This design comes from an exercise in tuning for small area on the open sky130 flow, not from production work. RTL that was checked went through simulation tests only; none was proved equivalent to the original. Function not checked in run 1: the RTL went through the layout flow alone.

[design.v]
package calc_pkg;
    localparam int BUTTON_WIDTH = 5;
    localparam int SWITCH_WIDTH = 15;
    localparam int BTN_LEFT  = 0;
    localparam int BTN_RIGHT = 1;
    localparam int BTN_UP    = 2;
    localparam int BTN_DOWN  = 3;
    localparam int BTN_MID   = 4;
    localparam int OP_ADD = 0;
    localparam int OP_SUB = 1;
    localparam int OP_MUL = 2;
    typedef logic [BUTTON_WIDTH-1:0] button_t;
    typedef logic [SWITCH_WIDTH-1:0] switch_t;
    typedef logic [3:0]              bcd_t;
    typedef logic [7:0]              seg_t;
    typedef logic [3:0]              ctrl_t;
    typedef logic signed [20:0]      result_t;
    typedef logic [19:0]             mag_t;
    typedef logic [6:0][3:0]         bcd_word_t;
    localparam bcd_t CODE_BLANK = 4'd10;
    localparam bcd_t CODE_MINUS = 4'd11;
    typedef struct packed {
        logic sign;
        bcd_t d2;
        bcd_t d1;
        bcd_t d0;
    } operand_t;
    typedef enum logic [1:0] {
        OP_NONE,
        ADD,
        SUB,
        MUL
    } op_t;
    typedef enum logic [2:0] {
        IDLE,
        INPUT_A,
        INPUT_B,
        EXE,
        CONVERT,
        DISPLAY
    } ctrl_state_t;
    typedef enum logic [1:0] {
        CUR_DIGIT0,
        CUR_DIGIT1,
        CUR_DIGIT2,
        CUR_SIGN
    } cursor_t;
    localparam logic [127:0] SEG_TABLE = {
        8'b1111_1111, 8'b1111_1111, 8'b1111_1111, 8'b1111_1111,
        8'b1111_1101, 8'b1111_1111, 8'b0001_1001, 8'b0000_0001,
        8'b0001_1111, 8'b0100_0001, 8'b0100_1001, 8'b1001_1001,
        8'b0000_1101, 8'b0010_0101, 8'b1001_1111, 8'b0000_0011
    };
endpackage
module button_conditioner
#(
    parameter int DEBOUNCE_CYCLES = 4
) (
    input  logic       clk,
    input  logic       arst_n,
    input  logic [4:0] board_button,
    output logic [4:0] press
);
    localparam int DW = (DEBOUNCE_CYCLES > 1) ? $clog2(DEBOUNCE_CYCLES) : 1;
    logic [DW-1:0] dcnt [5];
    logic [4:0]    lvl;
    logic [4:0]    lvl_d;
    logic [4:0]    press_next;
    always_ff @(posedge clk or negedge arst_n) begin
        if (!arst_n) begin
            for (int i = 0; i < 5; i++) begin
                dcnt[i] <= '0;
            end
            lvl <= '0;
        end else begin
            for (int i = 0; i < 5; i++) begin
                if (board_button[i] == lvl[i]) begin
                    dcnt[i] <= '0;
                end else if (dcnt[i] == DW'(DEBOUNCE_CYCLES - 1)) begin
                    dcnt[i] <= '0;
                    lvl[i]  <= board_button[i];
                end else begin
                    dcnt[i] <= dcnt[i] + 1'b1;
                end
            end
        end
    end
    always_comb begin
        for (int i = 0; i < 5; i++) begin
            press_next[i] = lvl[i] & ~lvl_d[i] & ~(|(lvl & 5'((1 << i) - 1)));
        end
    end
    always_ff @(posedge clk) begin
        lvl_d <= lvl;
        press <= press_next;
    end
endmodule
module operand_entry
(
    input  logic        clk,
    input  logic        in_entry,
    input  logic        entry_clear,
    input  logic [4:0]  press,
    output logic        sign,
    output logic [11:0] digits
);
    logic [1:0] cursor;
    logic [3:0] cur;
    logic [3:0] stepped;
    logic       up;
    logic       step;
    assign up   = press[2];
    assign step = press[2] | press[3];
    always_comb begin
        case (cursor)
            2'd0:    cur = digits[3:0];
            2'd1:    cur = digits[7:4];
            default: cur = digits[11:8];
        endcase
        if (up) begin
            stepped = (cur == 4'd9) ? 4'd0 : cur + 4'd1;
        end else begin
            stepped = (cur == 4'd0) ? 4'd9 : cur - 4'd1;
        end
    end
    always_ff @(posedge clk) begin
        if (entry_clear) begin
            cursor <= 2'd0;
            sign   <= 1'b0;
            digits <= 12'd0;
        end else if (in_entry) begin
            if (press[0] && cursor != 2'd3) begin
                cursor <= cursor + 2'd1;
            end else if (press[1] && cursor != 2'd0) begin
                cursor <= cursor - 2'd1;
            end
            if (step) begin
                case (cursor)
                    2'd0:    digits[3:0]  <= stepped;
                    2'd1:    digits[7:4]  <= stepped;
                    2'd2:    digits[11:8] <= stepped;
                    default: sign         <= ~sign;
                endcase
            end
        end
    end
endmodule
module calc_control
#(
    parameter int SCAN_DIV_BITS = 2
) (
    input  logic       clk,
    input  logic       arst_n,
    input  logic       mid,
    input  logic       valid,
    input  logic       upper_used,
    output logic [2:0] state,
    output logic [4:0] cnt,
    output logic [1:0] pos,
    output logic       page,
    output logic       capture_a,
    output logic       capture_b,
    output logic       leave_disp,
    output logic       exe_done,
    output logic [2:0] display_stage
);
    localparam logic [2:0] S_IDLE    = 3'd0;
    localparam logic [2:0] S_INPUT_A = 3'd1;
    localparam logic [2:0] S_INPUT_B = 3'd2;
    localparam logic [2:0] S_EXE     = 3'd3;
    localparam logic [2:0] S_CONVERT = 3'd4;
    localparam logic [2:0] S_DISPLAY = 3'd5;
    localparam int CW = (SCAN_DIV_BITS + 2 > 5) ? SCAN_DIV_BITS + 2 : 5;
    logic [2:0]    state_next;
    logic          changed;
    logic [3:0]    cnt_lo;
    logic [CW-5:0] cnt_hi;
    logic [CW-1:0] c;
    logic          is_disp;
    logic          page_step;
    logic          conv_done;
    assign c       = {cnt_hi, cnt_lo};
    assign cnt     = c[4:0];
    assign pos     = c[SCAN_DIV_BITS +: 2];
    assign is_disp = (state == S_DISPLAY);
    assign conv_done  = (c == CW'(19));
    assign page_step  = is_disp & mid & ~page & upper_used & valid;
    assign leave_disp = is_disp & mid & ~page_step;
    assign capture_a  = (state == S_INPUT_A) & mid;
    assign capture_b  = (state == S_INPUT_B) & mid;
    always_comb begin
        case (state)
            S_IDLE:    state_next = S_INPUT_A;
            S_INPUT_A: state_next = mid ? S_INPUT_B : S_INPUT_A;
            S_INPUT_B: state_next = mid ? S_EXE : S_INPUT_B;
            S_EXE:     state_next = S_CONVERT;
            S_CONVERT: state_next = conv_done ? S_DISPLAY : S_CONVERT;
            S_DISPLAY: state_next = leave_disp ? S_INPUT_A : S_DISPLAY;
            default:   state_next = S_IDLE;
        endcase
    end
    always_ff @(posedge clk or negedge arst_n) begin
        if (!arst_n) begin
            state   <= S_IDLE;
            page    <= 1'b0;
            changed <= 1'b0;
            cnt_lo  <= '0;
        end else begin
            state   <= state_next;
            page    <= is_disp & (page ? ~mid : page_step);
            changed <= (state_next != state);
            cnt_lo  <= changed ? 4'd0 : cnt_lo + 4'd1;
        end
    end
    always_ff @(posedge clk) begin
        cnt_hi <= changed ? '0 : cnt_hi + (&cnt_lo);
    end
    assign exe_done      = is_disp;
    assign display_stage = {1'b0, page, ~page};
endmodule
module calc_execute
(
    input  logic        clk,
    input  logic        is_idle,
    input  logic        is_conv,
    input  logic        is_disp,
    input  logic [4:0]  cnt,
    input  logic        capture_a,
    input  logic        capture_b,
    input  logic        leave_disp,
    input  logic [2:0]  op_switch,
    input  logic        e_sign,
    input  logic [11:0] e_digits,
    output logic [23:0] r,
    output logic        negative_raw,
    output logic        valid
);
    logic [10:0] a_bits;    
    logic        a_sign;
    logic [1:0]  op;        
    logic mul, addsub, is_sub, diff;
    logic horner, last, zmode;
    logic abit, zb;
    logic sel_e, sel_k, bit_in;
    logic [11:0] bv;
    logic [11:0] x;
    logic ge;
    logic [23:0] r_next;
    assign mul    = ~op[1] & op[0];
    assign addsub = op[1];
    assign is_sub = op[1] & ~op[0];
    assign valid  = op[1] | op[0];
    assign diff   = addsub & (a_sign ^ e_sign ^ is_sub);
    assign horner = is_conv & (cnt[4] | (cnt[3] & (cnt[2] | cnt[1])));
    assign last   = is_conv & (cnt == 5'd19);
    assign zmode  = ~horner;
    assign abit   = a_bits[9];
    function automatic logic gt5(input logic [3:0] d);
        gt5 = d[3] | (d[2] & d[1]);
    endfunction
    function automatic logic is5(input logic [3:0] d);
        is5 = d[2] & ~d[1] & d[0];
    endfunction
    function automatic logic gt1(input logic [3:0] d);
        gt1 = d[3] | d[2] | d[1];
    endfunction
    assign zb = r[12] | gt5(r[11:8])
              | (is5(r[11:8]) & (gt1(r[7:4]) | (~gt1(r[7:4]) & r[4] & gt1(r[3:0]))));
    function automatic logic [3:0] nines(input logic [3:0] d);
        nines = {~(d[3] | d[2] | d[1]), d[2] ^ d[1], d[1], ~d[0]};
    endfunction
    assign bv     = (diff & horner) ? {nines(e_digits[11:8]), nines(e_digits[7:4]), nines(e_digits[3:0])}
                         : e_digits;
    assign sel_e  = capture_a | (horner & ((mul & abit) | (last & addsub)));
    assign sel_k  = zmode & zb;
    assign x      = (sel_e ? bv : 12'd0) | (sel_k ? 12'h976 : 12'd0);
    assign bit_in = horner & addsub & abit;
    function automatic logic [3:0] half_adj(input logic [3:0] d);
        logic g;
        logic [2:0] m;
        g    = d[3] | (d[2] & (d[1] | d[0]));
        m[2] = (d[2] & ~d[1] & ~d[0]) | (d[3] & d[0]);
        m[1] = (d[1] & (~d[2] | d[0])) | (d[3] & ~d[0]);
        m[0] = (~d[3] & ~d[2] & d[0]) | (d[2] & d[1] & ~d[0]) | (d[3] & ~d[0]);
        half_adj = {g, m};
    endfunction
    always_comb begin
        logic [3:0]  h;
        logic [23:0] nd;
        logic [4:0]  c;
        logic [3:0]  s;
        logic [3:0]  xd;
        logic [12:0] gc;
        logic        co;
        logic        dcar;
        logic        acar;
        dcar = bit_in;
        for (int k = 0; k < 6; k++) begin
            h = half_adj(r[4*k +: 4]);
            nd[4*k +: 4] = {h[2:0], dcar};
            dcar = h[3];
        end
        gc[0] = 1'b1;
        for (int b = 0; b < 12; b++) begin
            gc[b+1] = (nd[b] & ~e_digits[b]) | (gc[b] & (nd[b] | ~e_digits[b]));
        end
        ge = gc[12];
        acar = last & diff & ge;
        for (int k = 0; k < 6; k++) begin
            if (k < 3) begin
                xd   = x[4*k +: 4];
                c[0] = acar;
                for (int b = 0; b < 4; b++) begin
                    s[b]   = nd[4*k+b] ^ xd[b] ^ c[b];
                    c[b+1] = (nd[4*k+b] & xd[b]) | (c[b] & (nd[4*k+b] ^ xd[b]));
                end
                co = c[4] | (s[3] & (s[2] | s[1]));
                r_next[4*k+0] = s[0];
                r_next[4*k+1] = s[1] ^ co;
                r_next[4*k+2] = s[2] ^ (co & ~s[1]);
                r_next[4*k+3] = s[3] ^ (co & (s[2] | s[1]));
                acar = co;
                if (k == 2) begin
                    acar = co & ~(last & diff);
                end
            end else begin
                co = acar & nd[4*k] & nd[4*k+3];
                r_next[4*k+0] = nd[4*k] ^ acar;
                r_next[4*k+1] = (nd[4*k+1] ^ (nd[4*k] & acar)) & ~co;
                r_next[4*k+2] = nd[4*k+2] ^ (nd[4*k+1] & nd[4*k] & acar);
                r_next[4*k+3] = (nd[4*k+3] ^ (nd[4*k+2] & nd[4*k+1] & nd[4*k] & acar)) & ~co;
                acar = co;
            end
        end
        if (last & diff & ~ge) begin
            r_next[11:0] = {nines(r_next[11:8]), nines(r_next[7:4]), nines(r_next[3:0])};
        end
        if (zmode) begin
            r_next[15:13] = 3'd0;
        end
    end
    always_ff @(posedge clk) begin
        if (is_idle || leave_disp) begin
            r <= '0;
        end else if (!is_disp) begin
            r <= r_next;
        end
    end
    always_ff @(posedge clk) begin
        if (capture_a) begin
            a_bits <= 11'd1;
            a_sign <= e_sign;
        end else if (!a_bits[10] || horner) begin
            a_bits <= {a_bits[9:0], zb};
        end
        if (capture_b) begin
            op[1] <= op_switch[0] | op_switch[1];
            op[0] <= op_switch[0] | (~op_switch[1] & op_switch[2]);
        end
        if (last) begin
            negative_raw <= mul ? (a_sign ^ e_sign) : (a_sign ^ (diff & ~ge));
        end
    end
endmodule
module seven_seg_scan
(
    input  logic        in_entry,
    input  logic        is_disp,
    input  logic [1:0]  pos,
    input  logic        page,
    input  logic        e_sign,
    input  logic [11:0] e_digits,
    input  logic [23:0] r,
    input  logic        negative_raw,
    input  logic        valid,
    output logic        upper_used,
    output logic [3:0]  digit_ctrl,
    output logic [7:0]  digit_seg
);
    localparam logic [3:0] CODE_BLANK = 4'd10;
    localparam logic [3:0] CODE_MINUS = 4'd11;
    logic [5:0]  lead_blank;
    logic [27:0] shown;
    logic        negative;
    logic        enable;
    logic [3:0]  code;
    always_comb begin
        lead_blank[5] = (r[23:20] == 4'd0);
        for (int i = 4; i >= 1; i--) begin
            lead_blank[i] = lead_blank[i+1] && (r[4*i +: 4] == 4'd0);
        end
        lead_blank[0] = 1'b0;
        for (int i = 0; i < 6; i++) begin
            shown[4*i +: 4] = lead_blank[i] ? CODE_BLANK : r[4*i +: 4];
        end
        shown[27:24] = CODE_BLANK;
    end
    assign upper_used = ~lead_blank[3];
    assign negative   = negative_raw & ~(lead_blank[1] & (r[3:0] == 4'd0));
    assign enable     = in_entry | (is_disp & valid);
    always_comb begin
        code = CODE_BLANK;
        if (in_entry) begin
            case (pos)
                2'd0:    code = e_digits[3:0];
                2'd1:    code = e_digits[7:4];
                2'd2:    code = e_digits[11:8];
                default: code = e_sign ? CODE_MINUS : CODE_BLANK;
            endcase
        end else if (is_disp) begin
            if (page) begin
                code = shown[4*pos +: 4];
            end else if (pos == 2'd3) begin
                code = negative ? CODE_MINUS : CODE_BLANK;
            end else if (upper_used) begin
                code = shown[4*pos + 16 +: 4];
            end else begin
                code = shown[4*pos +: 4];
            end
        end
    end
    assign digit_ctrl = enable ? ~(4'd1 << pos) : 4'hF;
    assign digit_seg  = calc_pkg::SEG_TABLE[8*code +: 8];
endmodule
module calc_top
#(
    parameter int DEBOUNCE_CYCLES = 4,
    parameter int SCAN_DIV_BITS   = 2
) (
    input  logic        clk,
    input  logic        arst_n,
    input  logic [4:0]  board_button,
    input  logic [14:0] board_switch,
    output logic [3:0]  digit_ctrl,
    output logic [7:0]  digit_seg,
    output logic        exe_done,
    output logic [2:0]  display_stage
);
    localparam logic [2:0] S_IDLE    = 3'd0;
    localparam logic [2:0] S_INPUT_A = 3'd1;
    localparam logic [2:0] S_INPUT_B = 3'd2;
    localparam logic [2:0] S_CONVERT = 3'd4;
    localparam logic [2:0] S_DISPLAY = 3'd5;
    logic [4:0]  press;
    logic [2:0]  state;
    logic [4:0]  cnt;
    logic [1:0]  pos;
    logic        page;
    logic        capture_a;
    logic        capture_b;
    logic        leave_disp;
    logic        is_idle, in_entry, is_conv, is_disp;
    logic        entry_clear;
    logic        e_sign;
    logic [11:0] e_digits;
    logic [23:0] r;
    logic        negative_raw;
    logic        valid;
    logic        upper_used;
    button_conditioner #(
        .DEBOUNCE_CYCLES(DEBOUNCE_CYCLES)
    ) button_i (
        .clk(clk), .arst_n(arst_n), .board_button(board_button), .press(press)
    );
    calc_control #(
        .SCAN_DIV_BITS(SCAN_DIV_BITS)
    ) control_i (
        .clk(clk), .arst_n(arst_n), .mid(press[4]), .valid(valid), .upper_used(upper_used),
        .state(state), .cnt(cnt), .pos(pos), .page(page), .capture_a(capture_a),
        .capture_b(capture_b), .leave_disp(leave_disp), .exe_done(exe_done),
        .display_stage(display_stage)
    );
    assign is_idle  = (state == S_IDLE);
    assign in_entry = (state == S_INPUT_A) | (state == S_INPUT_B);
    assign is_conv  = (state == S_CONVERT);
    assign is_disp  = (state == S_DISPLAY);
    assign entry_clear = is_idle | capture_a | leave_disp;
    operand_entry entry_i (
        .clk(clk), .in_entry(in_entry), .entry_clear(entry_clear), .press(press),
        .sign(e_sign), .digits(e_digits)
    );
    calc_execute execute_i (
        .clk(clk), .is_idle(is_idle), .is_conv(is_conv), .is_disp(is_disp), .cnt(cnt),
        .capture_a(capture_a), .capture_b(capture_b), .leave_disp(leave_disp),
        .op_switch(board_switch[2:0]), .e_sign(e_sign), .e_digits(e_digits), .r(r),
        .negative_raw(negative_raw), .valid(valid)
    );
    seven_seg_scan scan_i (
        .in_entry(in_entry), .is_disp(is_disp), .pos(pos), .page(page), .e_sign(e_sign),
        .e_digits(e_digits), .r(r), .negative_raw(negative_raw), .valid(valid),
        .upper_used(upper_used), .digit_ctrl(digit_ctrl), .digit_seg(digit_seg)
    );
endmodule
[run.sh]
#!/bin/bash
# synth_recipe.tcl (not shown) runs the flow's synth.tcl, then flattens the netlist and writes it again
# the make line also repeats each setting of config.mk as NAME=value (left out here)
make -C /OpenROAD-flow-scripts/flow DESIGN_CONFIG=/design/flow/config.mk WORK_HOME=/design/flow/orfs CLKGATE_MAP_FILE= SYNTH_SCRIPT=/design/flow/synth_recipe.tcl finish
[config.mk]
export PLATFORM = sky130hd
export DESIGN_NAME = calc_top
export DESIGN_NICKNAME = calc_top
export VERILOG_FILES = /design/flow/design.v
export SDC_FILE = /design/flow/constraint.sdc
export NUM_CORES = 4
export LEC_CHECK = 0
export ABC_AREA = 1
export CAP_MARGIN = 20
export CORE_MARGIN = 2
export CORE_UTILIZATION = 70
export CTS_BUF_LIST = sky130_fd_sc_hd__clkbuf_8
export SLEW_MARGIN = 20
[constraint.sdc]
create_clock -name core_clock -period 12.0 [get_ports {clk}]
set_input_delay 2.4000 -clock core_clock [delete_from_list [all_inputs] [get_ports {clk}]]
set_output_delay 2.4000 -clock core_clock [all_outputs]
set_load 0.01 [all_outputs]
==> qor.yml, run 1 <==
floorplanning:
  std_cell_rows: 33
  initial_core_util: 0.726
  io_pins: 38
  core_region_area_um2: 8220
  die_area_um2: 9270
  fp.dieW_um: 96.3
  die_y_um: 96.3
drt:
  wl_per_cell_um: 15.2
  vias_per_cell: 5.91
  dr.first_iter.drc_count: 620
  route.detailed.drc: 0
  firstDrtPassIters: 5
  vias: 5746
  postRouteAntennaNets: 0
  routed_wl_um: 14800
timing:
  tightestPinTransition_ps: 684
  hold_violations: 0
  fin_crit_ps: 9010
  fin_skew_ps: 14.7
  relSlewSlack: 0.542
  tns_ps: 0
  hold_ws_ps: 400
  max_freq_mhz: 111
  fin_crit_sh: 0.751
  timing.final.setup_violations: 0
  drv_slew: 0
  rsz0062_at_grt: "no"
yosys:
  synth_edf_count: 4
  syn_nets: 901
  yosys.area_share.simple: 0.252
  synth_adder_area_share: 0.0886
  netlist_instances: 844
  synth.distinct_cells: 55
  ys.flop_type: "dfxtp_1"
  synthXorXnorAreaFrac: 0.0382
  syn-cell-area_um2: 5960
  muxShareOfSynthArea: 0
  synth.avg_cell_area_um2: 7.06
  synth-compound-area-share: 0.176
  ys_ff_latch: 89
  synthArstFlopShare: 0.270
  yosys_warnings: 6
  synth.yosys.seq_area_share: 0.326
  synth_top_family_by_area: "simple AND/OR/NAND/NOR gates"
layout:
  drive_gt1_frac: 0.0749
  final_cells: 973
  utilization: 0.786
  antenna_cells: 0
  fin_nets: 920
  syn_to_final_growth_pct: 8.27
worst_setup_path:
  worstPathMaxFanout: 9
  cpMostUsedCell: "fa_1"
  cpPeakStageDelay_ps: 500
  critPathSlowestCell: "fa_1"
  worst_setup_path_end_kind: "flip-flop"
  path_class: "reg2reg"
  cp.arrival_ps: 9260
  cp-start-kind: "flip-flop"
  required_ps: 12250
placed_design:
  hpwl_um: 10900
  io_buffers: 23
  gp_congestion: 0.949
  dp_cells: 957
clock_network:
  cts.sinks: 89
  cts_buffers: 9
  path_clk_slew_ps: 100
  clk_latency_ps: 380
  cts_resized: 0
  htreeDepth: 3
  clk_path_buf_depth: 2
  root_buffer: "clkbuf_8"
  postCtsHoldBufs: 0
  postCtsSetupBuffers: 0
  cts_tree: "yes"
grt:
  grt-ovfl-total: 0
  antenna_found_initial: 0
  grt_pass1_vias: 5421
  grt_max_degree: 29
  grt_use_total: 0.339
  grt_pass1_wl_um: 24500
run:
  maxCapViolations: 0
run_status:
  outcome: "finished clean"
hold_path:
  min_path_type: "reg2reg"
## stage by stage
| stage | area [um2] | setup slack (ps) |
|---|---|---|
| 2_1_floorplan | 5960 | 4110 |
| 3_3_place_gp | 6240 | 3380 |
| 3_5_place_dp | 6240 | 3210 |
| 4_1_cts | 6460 | 3120 |
| 5_1_grt | 6450 | 2380 |
| 6_report | 6450 | 2990 |
## per-layer routing
layer,part of all wire,track usage,wire (um)
met1,0.41,0.410,6030
met2,0.47,0.576,6920
met3,0.076,0.0478,1130
met4,0.047,0.197,688
met5,0,0,0
## cell usage in the layout (no fill, tap or decap), types with 4 or more instances in the layout
master / count
nand2_1: 153
inv_1: 143
nor2_1: 86
o21ai_0: 62
a21oi_1: 62
dfxtp_1: 61
nand3_1: 34
dfrtp_1: 24
ha_1: 23
clkdlybuf4s50_1: 22
inv_2: 16
nor3_1: 15
xor2_1: 15
o22ai_1: 15
nand4_1: 13
fa_1: 12
xnor2_1: 11
clkbuf_8: 9
o21ai_1: 8
nand3_2: 6
a22oi_1: 5
nand2_2: 4
nor2_2: 4
o221ai_1: 4
edfxtp_1: 4
## area by class of cell
class | instances | area (um2)
Timing Repair Buffer | 25 | 240
Fill cell | 607 | 1760
Sequential cell | 89 | 1940
Tap cell | 105 | 131
Inverter | 161 | 608
Multi-Input combinational cell | 577 | 3320
Clock buffer | 9 | 124
Clock inverter | 7 | 92.6
## logic make-up after synthesis
group	count (synthesis)
AND/OR/NAND/NOR	332
AO/OA/AOI/OAI	182
buffers and inverters	178
flip-flops	89
adder cells (fa/ha/maj)	35
XOR/XNOR	26
other	2
## synth_stat cells (3+ instances only)
| library cell | count | area (um2) |
|---|---|---|
| inv_1 | 143 | 537 |
| ha_1 | 23 | 288 |
| o22ai_1 | 15 | 93.8 |
| o211ai_1 | 3 | 22.5 |
| dfrtp_1 | 24 | 601 |
| a31oi_1 | 3 | 18.8 |
| or2_1 | 3 | 18.8 |
| a22oi_1 | 5 | 37.5 |
| nand3_2 | 6 | 60.1 |
| a211oi_1 | 3 | 22.5 |
| o221ai_1 | 4 | 35.0 |
| nor2_1 | 86 | 323 |
| dfxtp_1 | 61 | 1220 |
| nand2_1 | 153 | 574 |
| clkbuf_1 | 6 | 22.5 |
| nor2_2 | 4 | 25.0 |
| buf_4 | 3 | 22.5 |
| o21ai_1 | 8 | 40.0 |
| nor2_4 | 3 | 33.8 |
| a21oi_1 | 62 | 310 |
| fa_1 | 12 | 240 |
| inv_2 | 16 | 60.1 |
| edfxtp_1 | 4 | 120 |
| nand3_1 | 34 | 170 |
| nand2_2 | 4 | 25.0 |
| xor2_1 | 15 | 131 |
| buf_2 | 4 | 20.0 |
| xnor2_1 | 11 | 96.3 |
| nor3_1 | 15 | 75.1 |
| o21ai_0 | 62 | 310 |
| nand4_1 | 13 | 81.3 |
## final timing paths
check / from / to / slack (ps) / depth (start not counted)
min in group asynchronous: arst_n / control_i.state[2] / 2000 / 1
worst max-delay path: control_i.cnt_lo[2] / execute_i.r[21] / 2990 / 47
worst min-delay path: button_i.lvl_d[0] / button_i.press[0] / 400 / 1
worst min register to register: button_i.lvl_d[0] / button_i.press[0] / 400 / 1
worst max register to register: control_i.cnt_lo[2] / execute_i.r[21] / 2990 / 47
max in group asynchronous: arst_n / button_i.lvl[0] / 9630 / 1
## critical path: cells and delay by family (launching register included)
family          cells  cell delay [ps]
flops               1              470
compound gates      5              920
fa+ha+maj          15             4900
simple gates       14             1490
buf+inv            13             1090
## registers in the layout, indices dropped and copies added, names as in the netlist, 4 cells and up
register / cells
execute_i.r: 24
entry_i.digits: 12
execute_i.a_bits: 11
button_i.dcnt: 10
button_i.lvl: 5
button_i.lvl_d: 5
button_i.press: 5
control_i.cnt_lo: 4
==> inputs of run 2 (changes only) <==
--- a/design.v
+++ b/design.v
@@ -239,9 +239,9 @@
     logic        a_sign;
     logic [1:0]  op;        
     logic mul, addsub, is_sub, diff;
-    logic horner, last, zmode;
+    logic horner, hold, clr, zmode, last;
     logic abit, zb;
-    logic sel_e, sel_k, bit_in;
+    logic sel_e, sel_k, comp_x, bit_in;
     logic [11:0] bv;
     logic [11:0] x;
     logic ge;
@@ -251,26 +251,22 @@
     assign is_sub = op[1] & ~op[0];
     assign valid  = op[1] | op[0];
     assign diff   = addsub & (a_sign ^ e_sign ^ is_sub);
-    assign horner = is_conv & (cnt[4] | (cnt[3] & (cnt[2] | cnt[1])));
-    assign last   = is_conv & (cnt == 5'd19);
+    assign horner = is_conv & ~cnt[4] & (cnt[3] | (cnt[2] & cnt[1]));    
+    assign last   = horner & (cnt[3:0] == 4'd15);
+    assign hold   = (is_disp & ~leave_disp) | (is_conv & cnt[4]);
+    assign clr    = is_idle | leave_disp;
     assign zmode  = ~horner;
-    assign abit   = a_bits[9];
-    function automatic logic gt5(input logic [3:0] d);
-        gt5 = d[3] | (d[2] & d[1]);
-    endfunction
-    function automatic logic is5(input logic [3:0] d);
-        is5 = d[2] & ~d[1] & d[0];
-    endfunction
-    function automatic logic gt1(input logic [3:0] d);
-        gt1 = d[3] | d[2] | d[1];
-    endfunction
-    assign zb = r[12] | gt5(r[11:8])
-              | (is5(r[11:8]) & (gt1(r[7:4]) | (~gt1(r[7:4]) & r[4] & gt1(r[3:0]))));
+    logic [15:0] a_pad;
+    assign a_pad = {5'd0, a_bits};
+    assign abit  = a_pad[~cnt[3:0]];
+    assign zb = r[12] | (r[11:8] > 4'd5)
+              | ((r[11:8] == 4'd5) & ((r[7:4] > 4'd1) | ((r[7:4] == 4'd1) & (r[3:0] >= 4'd2))));
     function automatic logic [3:0] nines(input logic [3:0] d);
         nines = {~(d[3] | d[2] | d[1]), d[2] ^ d[1], d[1], ~d[0]};
     endfunction
-    assign bv     = (diff & horner) ? {nines(e_digits[11:8]), nines(e_digits[7:4]), nines(e_digits[3:0])}
-                         : e_digits;
+    assign comp_x = diff & horner;
+    assign bv     = comp_x ? {nines(e_digits[11:8]), nines(e_digits[7:4]), nines(e_digits[3:0])}
+                           : e_digits;
     assign sel_e  = capture_a | (horner & ((mul & abit) | (last & addsub)));
     assign sel_k  = zmode & zb;
     assign x      = (sel_e ? bv : 12'd0) | (sel_k ? 12'h976 : 12'd0);
@@ -280,7 +276,7 @@
         logic [2:0] m;
         g    = d[3] | (d[2] & (d[1] | d[0]));
         m[2] = (d[2] & ~d[1] & ~d[0]) | (d[3] & d[0]);
-        m[1] = (d[1] & (~d[2] | d[0])) | (d[3] & ~d[0]);
+        m[1] = (~d[2] & d[1]) | (d[2] & d[1] & d[0]) | (d[3] & ~d[0]);
         m[0] = (~d[3] & ~d[2] & d[0]) | (d[2] & d[1] & ~d[0]) | (d[3] & ~d[0]);
         half_adj = {g, m};
     endfunction
@@ -290,7 +286,6 @@
         logic [4:0]  c;
         logic [3:0]  s;
         logic [3:0]  xd;
-        logic [12:0] gc;
         logic        co;
         logic        dcar;
         logic        acar;
@@ -300,11 +295,7 @@
             nd[4*k +: 4] = {h[2:0], dcar};
             dcar = h[3];
         end
-        gc[0] = 1'b1;
-        for (int b = 0; b < 12; b++) begin
-            gc[b+1] = (nd[b] & ~e_digits[b]) | (gc[b] & (nd[b] | ~e_digits[b]));
-        end
-        ge = gc[12];
+        ge = (nd[11:0] >= e_digits);
         acar = last & diff & ge;
         for (int k = 0; k < 6; k++) begin
             if (k < 3) begin
@@ -340,9 +331,9 @@
         end
     end
     always_ff @(posedge clk) begin
-        if (is_idle || leave_disp) begin
+        if (clr) begin
             r <= '0;
-        end else if (!is_disp) begin
+        end else if (!hold) begin
             r <= r_next;
         end
     end
@@ -350,7 +341,7 @@
         if (capture_a) begin
             a_bits <= 11'd1;
             a_sign <= e_sign;
-        end else if (!a_bits[10] || horner) begin
+        end else if (!a_bits[10]) begin
             a_bits <= {a_bits[9:0], zb};
         end
         if (capture_b) begin
--- a/config.mk
+++ b/config.mk
@@ -9,5 +9,4 @@
 export CAP_MARGIN = 20
 export CORE_MARGIN = 2
 export CORE_UTILIZATION = 70
-export CTS_BUF_LIST = sky130_fd_sc_hd__clkbuf_8
 export SLEW_MARGIN = 20
==> run 2 against run 1 <==
Against the previous run:
- core utilization is 2.1 points lower
- global-route usage is 1.2 points lower
- maximum frequency shrank 8.5%
- largest cell class unchanged
- highest routed layer unchanged
==> qor.yml, run 2 <==
yosys:
  synth_area_leader_cell: "dfxtp_1"
  synth_common_cells: "nand2_1, inv_1, nor2_1, a21oi_1, o21ai_0"
  ys.flop_type: "dfxtp_1"
  ys_ff_latch: 89
  synth.distinct_cells: 51
  synthArstFlopShare: 0.270
  yosys.area_share.simple: 0.244
  netlist_instances: 876
  synthXorXnorAreaFrac: 0.0285
  syn-cell-area_um2: 6150
  synth-compound-area-share: 0.189
  synth_adder_area_share: 0.108
  syn_nets: 944
  synth_top_cell_area_share: 0.199
  synth.avg_cell_area_um2: 7.02
  muxShareOfSynthArea: 0.00326
  synth_top_family_by_area: "simple AND/OR/NAND/NOR gates"
  yosys-top-cells-area: "dfxtp_1, dfrtp_1, nand2_1"
  synth.yosys.seq_area_share: 0.316
  synth_edf_count: 4
  yosysMostFrequentCell: "nand2_1"
  yosys_warnings: 6
timing:
  tns_ps: 0
  timing.final.setup_violations: 0
  relSlewSlack: 0.430
  drv_slew: 0
  fin_skew_ps: 15.4
  rsz0062_at_grt: "no"
  hold_violations: 0
  max_freq_mhz: 102
  fin_crit_sh: 0.821
  hold_ws_ps: 398
  fin_crit_ps: 9850
  tightestPinTransition_ps: 852
drt:
  dr.first_iter.drc_count: 451
  route.detailed.drc: 0
  postRouteAntennaNets: 0
  vias: 5940
  vias_per_cell: 5.90
  routed_wl_um: 15200
  wl_per_cell_um: 15.1
  firstDrtPassIters: 8
clock_network:
  cts.sinks: 89
  cts_buffers: 9
  postCtsSetupBuffers: 0
  cts_resized: 0
  path_clk_slew_ps: 90
  cts_tree: "yes"
  clk_path_buf_depth: 2
  root_buffer: "clkbuf_8"
  htreeDepth: 3
  postCtsHoldBufs: 0
  clk_latency_ps: 380
floorplanning:
  die_area_um2: 9550
  core_region_area_um2: 8640
  initial_core_util: 0.712
  io_pins: 38
  die_y_um: 97.7
  std_cell_rows: 34
  fp.dieW_um: 97.7
layout:
  final_cell_mix: "nand2_1, inv_1, nor2_1"
  fillers: 688
  top_register: "execute_i.r"
  reg_top3: "execute_i.r (24), entry_i.digits (12), execute_i.a_bits (11)"
  largest_register_ffs: 24
  drive_gt1_frac: 0.0601
  fin_nets: 961
  syn_to_final_growth_pct: 7.47
  antenna_cells: 0
  final_common_cell: "nand2_1"
worst_setup_path:
  rr_worst_depth: 44
  worstPathMaxFanout: 9
  cpPeakStageDelay_ps: 720
  required_ps: 12300
  cp.arrival_ps: 10150
  cpMostUsedCell: "fa_1"
  cp-start-kind: "flip-flop"
  worst_setup_path_end_kind: "flip-flop"
  path_class: "reg2reg"
  critPathSlowestCell: "dfrtp_1"
grt:
  grt_use_total: 0.327
  grt_pass1_wl_um: 25800
  grt_pass1_vias: 5721
  grtUsageMet3: 0.0432
  antenna_found_initial: 0
  grt_max_degree: 25
  met1_usage: 0.399
  grt-ovfl-total: 0
  busiest_layer: "met2"
  met2_usage: 0.577
placed_design:
  io_buffers: 23
  gp_congestion: 0.997
  hpwl_um: 11500
hold_path:
  min_path_type: "reg2reg"
  hold_path_depth: 1
run_status:
  outcome: "finished clean"
run:
  maxCapViolations: 0
run 2: changes by cell type after synthesis, moves of 5 or more:
| cell | before | now |
|---|---|---|
| o21ai_0 | 62 | 68 |
| nand3_2 | 6 | 0 |
| a21oi_1 | 62 | 80 |
| nor2_1 | 86 | 94 |
| o21ai_1 | 8 | 20 |
| inv_1 | 143 | 137 |
| inv_2 | 16 | 8 |
| ha_1 | 23 | 34 |
| nand4_1 | 13 | 6 |
| nand2_4 | 0 | 5 |
| nand2_1 | 153 | 158 |
run 2: kinds of logic after synthesis:
family                     Yosys count
adders and majority gates           46
buffers and inverters              164
DFF                                 89
muxes                                2
AOI/OAI and AO/OA                  211
xor gates and xnor gates            20
other                                2
and+or+nand+nor                    342
run 2: layout make-up:
| cell class | count | area, um2 | area share |
|---|---|---|---|
| Tap cell | 108 | 135 | 0.0205 |
| Clock inverter | 5 | 67.6 | 0.0102 |
| Clock buffer | 11 | 153 | 0.0231 |
| Multi-Input combinational cell | 623 | 3530 | 0.534 |
| Sequential cell | 89 | 1940 | 0.294 |
| Timing Repair Buffer | 23 | 225 | 0.0341 |
| Inverter | 147 | 553 | 0.0837 |
run 2: worst max-delay path: cells and delay by family, from the launching register on:
family	cells	cell delay (ps)
flops	1	720
simple gates	14	1970
fa+ha+maj	16	5310
buf+inv	7	580
mux	1	150
compound gates	6	1050
run 2: worst paths after layout:
| kind | startpoint | end | slack [ps] |
|---|---|---|---|
| max in group asynchronous | arst_n | control_i.state[2] | 9640 |
| max reg2reg | control_i.cnt_lo[2] | execute_i.r[21] | 2150 |
| min in group asynchronous | arst_n | button_i.dcnt[0][1] | 1980 |
| min | button_i.lvl_d[4] | button_i.press[4] | 400 |
| min reg2reg | button_i.lvl_d[4] | button_i.press[4] | 400 |
| max | control_i.cnt_lo[2] | execute_i.r[21] | 2150 |
run 2: per-stage QoR:
step | worst slack (ps) | cell area, um2 | instances | util
3_3_place_gp | 2560 | 6390 | 990 | 0.740
3_5_place_dp | 2300 | 6390 | 990 | 0.740
2_1_floorplan | 3540 | 6150 | 876 | -
5_1_grt | 1380 | 6610 | 1006 | 0.765
4_1_cts | 2250 | 6610 | 1006 | 0.766
6_report | 2150 | 6610 | 1006 | 0.765
run 2: routing by layer:
layer / wire, um / vias to the layer above
li1: - / 2888
met1: 6310 / 2775
met2: 7520 / 229
met4: 470 / 0
met3: 899 / 48
met5: 0 / -
==> inputs of run 3 (changes only) <==
--- a/config.mk
+++ b/config.mk
@@ -8,5 +8,5 @@
 export ABC_AREA = 1
 export CAP_MARGIN = 20
 export CORE_MARGIN = 2
-export CORE_UTILIZATION = 70
+export CORE_UTILIZATION = 40
 export SLEW_MARGIN = 20
==> run 3 against run 2 <==
Against the previous run:
- first-iteration DRC count is 18% lower
- clock skew is 9.1 ps lower
- worst setup slack worse by 87 ps
- area after synthesis stayed put
- critical path depth stayed put
- critical path type unchanged
- cell count is 8.1% higher
- non-clock buffer count is 1 higher
- sequential share of layout area is 0.82 points lower
==> qor.yml, run 3 <==
yosys:
  yosys.area_share.simple: 0.244
  synthArstFlopShare: 0.270
  synth_top_family_by_area: "simple AND/OR/NAND/NOR gates"
  ys_ff_latch: 89
  yosys_warnings: 6
  ys.flop_type: "dfxtp_1"
  synth.avg_cell_area_um2: 7.02
  synth.distinct_cells: 51
  yosysMostFrequentCell: "nand2_1"
  synthXorXnorAreaFrac: 0.0285
  synth-compound-area-share: 0.189
  synth.yosys.seq_area_share: 0.316
  synth_edf_count: 4
  synth_adder_area_share: 0.108
  syn_nets: 944
  synth_top_cell_area_share: 0.199
  muxShareOfSynthArea: 0.00326
  yosys-top-cells-area: "dfxtp_1, dfrtp_1, nand2_1"
  synth_area_leader_cell: "dfxtp_1"
  synth_common_cells: "nand2_1, inv_1, nor2_1, a21oi_1, o21ai_0"
  syn-cell-area_um2: 6150
  netlist_instances: 876
layout:
  drive_gt1_frac: 0.0601
  syn_to_final_growth_pct: 10.5
  regArea_um2: 1940
  antenna_cells: 0
  final_cells: 1087
  final_area_um2: 6800
  fillers: 1554
  largest_register_ffs: 24
  top_register: "execute_i.r"
  reg_top3: "execute_i.r (24), entry_i.digits (12), execute_i.a_bits (11)"
  fin_nets: 962
  final_cell_mix: "nand2_1, inv_1, nor2_1"
  multi_input_area_um2: 3530
  final_common_cell: "nand2_1"
clock_network:
  cts_buffers: 9
  clk_path_buf_depth: 2
  path_clk_slew_ps: 70
  postCtsSetupBuffers: 0
  cts_resized: 0
  htreeDepth: 3
  cts_tree: "yes"
  clk_latency_ps: 360
  cts.sinks: 89
  root_buffer: "clkbuf_16"
  postCtsHoldBufs: 0
placed_design:
  hpwl_um: 11400
  post_dp_cell_area_um2: 6500
  gp_congestion: 0.872
  io_buffers: 23
  dp_cells: 1071
timing:
  hold_violations: 0
  tns_ps: 0
  hold_ws_ps: 383
  fin_skew_ps: 6.23
  timing.final.setup_violations: 0
  fin_crit_sh: 0.828
  drv_slew: 0
  tightestPinTransition_ps: 901
  fin_crit_ps: 9930
  max_freq_mhz: 101
  rsz0062_at_grt: "no"
  relSlewSlack: 0.397
drt:
  postRouteAntennaNets: 0
  wl_per_cell_um: 13.7
  route.detailed.drc: 0
  dr.first_iter.drc_count: 371
  routed_wl_um: 14900
  vias_per_cell: 5.04
  vias: 5478
  firstDrtPassIters: 5
grt:
  grt_use_total: 0.192
  antenna_found_initial: 0
  grt_pass1_vias: 5260
  grt-ovfl-total: 0
  grt_pass1_wl_um: 25300
  grt_max_degree: 25
worst_setup_path:
  r2r-start: "control_i.cnt_lo[2]"
  worstPathMaxFanout: 9
  required_ps: 12290
  critPathSlowestCell: "dfrtp_1"
  cp-start-kind: "flip-flop"
  path_class: "reg2reg"
  r2r_slack_ps: 2070
  cpMostUsedCell: "fa_1"
  endpoint: "execute_i.r[21]"
  worst_setup_path_end_kind: "flip-flop"
  cp.arrival_ps: 10220
  crit_path_start: "control_i.cnt_lo[2]"
  cpPeakStageDelay_ps: 730
  worstReg2RegEnd: "execute_i.r[21]"
  rr_worst_depth: 44
run:
  maxCapViolations: 0
floorplanning:
  die_area_um2: 16400
  core_region_area_um2: 15100
  die_y_um: 128
  fp.dieW_um: 128
  io_pins: 38
  initial_core_util: 0.407
  std_cell_rows: 45
run_status:
  outcome: "finished clean"
hold_path:
  min_path_type: "reg2reg"
run 3: logic make-up after synthesis:
logic type	count (synthesis)
fa+ha+maj	46
xor+xnor	20
simple gates	342
mux	2
flops	89
other cells	2
buf+inv	164
compound gates	211
run 3: metal layers:
layer	track usage	vias up	routed length (um)
met5	0	-	0
met4	0.0498	0	191
met3	0.0401	19	509
met2	0.321	86	6820
met1	0.254	2492	7390
li1	-	2881	-
run 3: through the flow:
step,utilization,setup WS [ps]
2_1_floorplan,-,3540
3_3_place_gp,0.431,2250
3_5_place_dp,0.431,2150
4_1_cts,0.450,2090
5_1_grt,0.450,1180
6_report,0.450,2070
run 3: area by class of cell:
type,count,share of cell area
Sequential cell,89,0.286
Clock inverter,5,0.00626
Tap cell,188,0.0346
Inverter,147,0.0814
Clock buffer,11,0.0374
Timing Repair Buffer,24,0.0350
Multi-Input combinational cell,623,0.520
run 3: worst min path at each step:
| stage | end | cells past startpoint | from |
|---|---|---|---|
| global placement | button_i.press[0] | 1 | button_i.lvl_d[0] |
| global route | button_i.press[3] | 1 | button_i.lvl_d[3] |
| finish | button_i.press[0] | 1 | button_i.lvl_d[0] |
| detailed placement | button_i.press[0] | 1 | button_i.lvl_d[0] |
| CTS | button_i.press[0] | 1 | button_i.lvl_d[0] |
| floorplan | button_i.press[0] | 1 | button_i.lvl_d[0] |
run 3: critical path, delay by kind of cell (launching register included):
family / cells / cell delay (ps)
AO/OA/AOI/OAI: 6 / 1160
adder cells (fa/ha/maj): 16 / 5280
buffers and inverters: 7 / 550
flip-flops: 1 / 730
multiplexers: 1 / 160
AND/OR/NAND/NOR: 14 / 1940

[what the ideal ports hide]
The results above use ideal ports. As a check the final layouts listed here were re-extracted and re-timed, cells and wires unchanged.
Step 1 (the two cells are an assumption about what drives the block):
set clk [get_ports {clk}]
set_driving_cell -lib_cell sky130_fd_sc_hd__clkbuf_16 $clk
set_driving_cell -lib_cell sky130_fd_sc_hd__buf_2 [delete_from_list [all_inputs] $clk]
Step 2, shift: input delay + t, output delay - t, t = (earliest + latest rising clock arrival at the registers) / 2. This alone moves slack from input paths to output paths.
Slacks: ideal / step 1 / step 2; pairs: ideal / step 1.
| run | t, ns | slack for setup (ns) | clock arrival spread, ns | pins driven straight from the clock port |
|---|---|---|---|---|
| run 1 | 0.403 | 2.986 / 2.986 / 2.986 | 0.015 / 0.015 | 1 |
| run 2 | 0.407 | 2.152 / 2.152 / 2.152 | 0.015 / 0.015 | 1 |
| run 3 | 0.393 | 2.066 / 2.066 / 2.066 | 0.007 / 0.006 | 1 |
After both steps every run listed still meets setup and hold.
